This is an optimization exercise on Yosys and OpenROAD, whose aim is small area, not a production implementation.
In this exercise RTL edits were held to simulation tests only and were not proved equivalent to the original.
No activity file was given, so power comes from the tool's default toggle rates.

Setup of blue:
Design user_logic, start of the top module:
module user_logic (
    input  wire  tck,
    input  wire  rst_n_i,
    input  wire  test_logic_reset_i,
    input  wire  ir_is_user_i,
    input  wire  capture_dr_i,
    input  wire  shift_dr_i,
    input  wire  update_dr_i,
    input  wire  tdi_i,
    output logic tdo_o
);
    localparam int NE = 128;
    localparam int NN = 64;
    typedef enum logic [3:0] {
        CS_LOAD, CS_CLEAR, CS_BPASS, CS_SRC, CS_SCAN, CS_PULL, CS_WAIT,
        CS_FIN, CS_DONE
    } cstate_e;
    typedef enum logic [2:0] {
        PS_OP, PS_SRC, PS_DST, PS_START, PS_END
    } pstate_e;
    logic [7:0] in_q;
    always_ff @(posedge tck) begin
        if (!rst_n_i || test_logic_reset_i) begin
            in_q <= '0;
        end else if (shift_dr_i && ir_is_user_i) begin
            in_q <= {tdi_i, in_q[7:1]};
        end
    end
    logic upd;
    assign upd = update_dr_i && ir_is_user_i;
    cstate_e    cs_q;
    pstate_e    ps_q;
    logic [5:0] src_q;
    logic [5:0] start_q;
    logic [5:0] end_q;
    logic       ins;
    always_ff @(posedge tck) begin
        if (!rst_n_i) begin
            ps_q    <= PS_OP;
            start_q <= '0;
            end_q   <= '0;
        end else if (upd && cs_q == CS_LOAD) begin
            case (ps_q)
                PS_OP: begin
                    case (in_q)
                        8'h01:   ps_q <= PS_SRC;
                        8'h02:   ps_q <= PS_START;
                        8'h03:   ps_q <= PS_END;
                        default: ps_q <= PS_OP;
  ...
Size: about 3900 cells after synthesis, about 9 I/O pins.
==> flow/config.mk <==
export PLATFORM = sky130hd
export DESIGN_NAME = user_logic
export DESIGN_NICKNAME = user_logic
export VERILOG_FILES = /design/flow/design.v
export SDC_FILE = /design/flow/constraint.sdc
export NUM_CORES = 4
export LEC_CHECK = 0
export CAP_MARGIN = 30
export CORE_MARGIN = 2
export CORE_UTILIZATION = 70
export CTS_BUF_LIST = sky130_fd_sc_hd__clkbuf_8
export CTS_CLUSTER_DIAMETER = 50
export CTS_CLUSTER_SIZE = 16
export PLACE_DENSITY = 0.8
export SLEW_MARGIN = 20
==> flow/constraint.sdc <==
create_clock -name core_clock -period 10.0 [get_ports {tck}]
set_input_delay 2.0000 -clock core_clock [delete_from_list [all_inputs] [get_ports {tck}]]
set_output_delay 2.0000 -clock core_clock [all_outputs]
set_load 0.01 [all_outputs]
standard.sh (not shown) runs the stock make flow with config.mk's settings and CLKGATE_MAP_FILE= SYNTH_SCRIPT=/design/flow/synth_recipe.tcl, a recipe that flattens the netlist after the stock synthesis.
==> flow/flow/run.sh <==
#!/bin/bash
# The standard layout, with one change: the clock tree is built without
# dummy loads (same buffer list and sink clustering as config.mk asks for).
set -euo pipefail
CTS="-sink_clustering_enable -repair_clock_nets -dont_use_dummy_load"
CTS="$CTS -sink_clustering_size 16 -sink_clustering_max_diameter 50"
CTS="$CTS -buf_list sky130_fd_sc_hd__clkbuf_8"
bash standard.sh "CTS_ARGS=$CTS" finish > standard_flow.log 2>&1
Input-level comparison between green and blue:
diff --git a/flow/design.v b/flow/design.v
--- a/flow/design.v
+++ b/flow/design.v
@@ -62,60 +62,60 @@
                 PS_END: begin
                     end_q <= in_q[5:0];
                     ps_q  <= PS_OP;
                 end
                 default: begin
                     ps_q <= PS_OP;
                 end
             endcase
         end
     end
     assign ins = upd && cs_q == CS_LOAD && ps_q == PS_DST;
-    logic [11:0] er_q [NE-7];
-    logic [11:0] dl_q [7];
+    logic [11:0] er_q [NE];
+    logic [11:0] dl_q [3];
     logic [6:0]  kk_q;
     logic        any_q;
     logic [11:0] coarse;
     logic [11:0] tap;
     logic        kill;
     logic [11:0] e0_out;
-    logic [11:0] er_tap [NE/8];
+    logic [11:0] er_tap [NE/4];
     always_comb begin
         er_tap[0] = e0_out;
-        for (int i = 1; i < NE / 8; i++) begin
-            er_tap[i] = er_q[8*i];
+        for (int i = 1; i < NE / 4; i++) begin
+            er_tap[i] = er_q[4*i];
         end
     end
-    assign coarse = er_tap[kk_q[6:3]];
+    assign coarse = er_tap[kk_q[6:2]];
     always_comb begin
-        if (kk_q[2:0] == 3'd0) begin
-            tap = coarse;
-        end else begin
-            tap = dl_q[kk_q[2:0] - 3'd1];
-        end
+        case (kk_q[1:0])
+            2'd0:    tap = coarse;
+            2'd1:    tap = dl_q[0];
+            2'd2:    tap = dl_q[1];
+            default: tap = dl_q[2];
+        endcase
     end
     logic [5:0] e_src;
     logic [5:0] e_dst;
     logic       e_vld;
     assign e_src = er_q[0][11:6];
     assign e_dst = er_q[0][5:0];
     assign e_vld = any_q && e_src != e_dst;
     assign e0_out = kill ? {e_dst, e_dst} : er_q[0];
     always_ff @(posedge tck) begin
         dl_q[0] <= coarse;
-        for (int i = 1; i < 7; i++) begin
-            dl_q[i] <= dl_q[i-1];
-        end
+        dl_q[1] <= dl_q[0];
+        dl_q[2] <= dl_q[1];
         er_q[0] <= ins ? {src_q, in_q[5:0]} : tap;
         er_q[1] <= e0_out;
-        for (int i = 2; i < NE - 7; i++) begin
+        for (int i = 2; i < NE; i++) begin
             er_q[i] <= er_q[i-1];
         end
     end
     always_ff @(posedge tck) begin
         if (!rst_n_i) begin
             kk_q  <= '0;
             any_q <= 1'b0;
         end else if (ins) begin
             any_q <= 1'b1;
             if (any_q) begin
                 kk_q <= kk_q + 1'b1;
==> comparison <==
Summary of green over blue: routed wire length up about 11%, routed via count divided by cell count grew by 3.8%, global-route usage over all layers shows an increase of 2.1 points, total number of multi-input combinational cells grew by 133. blue → green: final clock period utilization by the worst path increased 0.80 points; number of antenna diodes increased 5. Clock power: blue vs green, no meaningful difference. Comparing green and blue, the higher smallest hold slack was measured on green. Summary of green over blue: number of nets in the layout went up about 4%, final worst setup slack shrank by 0.080 ns.

==> separate check: timing with driven ports <==
The results above use ideal ports. As a check the final layouts listed here were re-extracted and re-timed, cells and wires unchanged. Step 1 sets driving cells, clkbuf_16 on the clock port and buf_2 on the other inputs (assumed; they add their load-dependent delay and slew). Step 2 times the ports against the registers' clock, not the clock port: input delays grow and output delays shrink by t, the midpoint of the rising clock arrivals with the driver on. a / b / c = ideal ports / drivers / drivers and shift; a / b = the first two.
| run | t, ns | slack for setup (ns) | cell pins on the clock port's net |
|---|---|---|---|
| blue | 0.901 | 3.519 / 3.519 / 3.519 | 1 |
| green | 0.929 | 3.439 / 3.439 / 3.439 | 1 |
After both steps setup and hold are still met in every run listed.
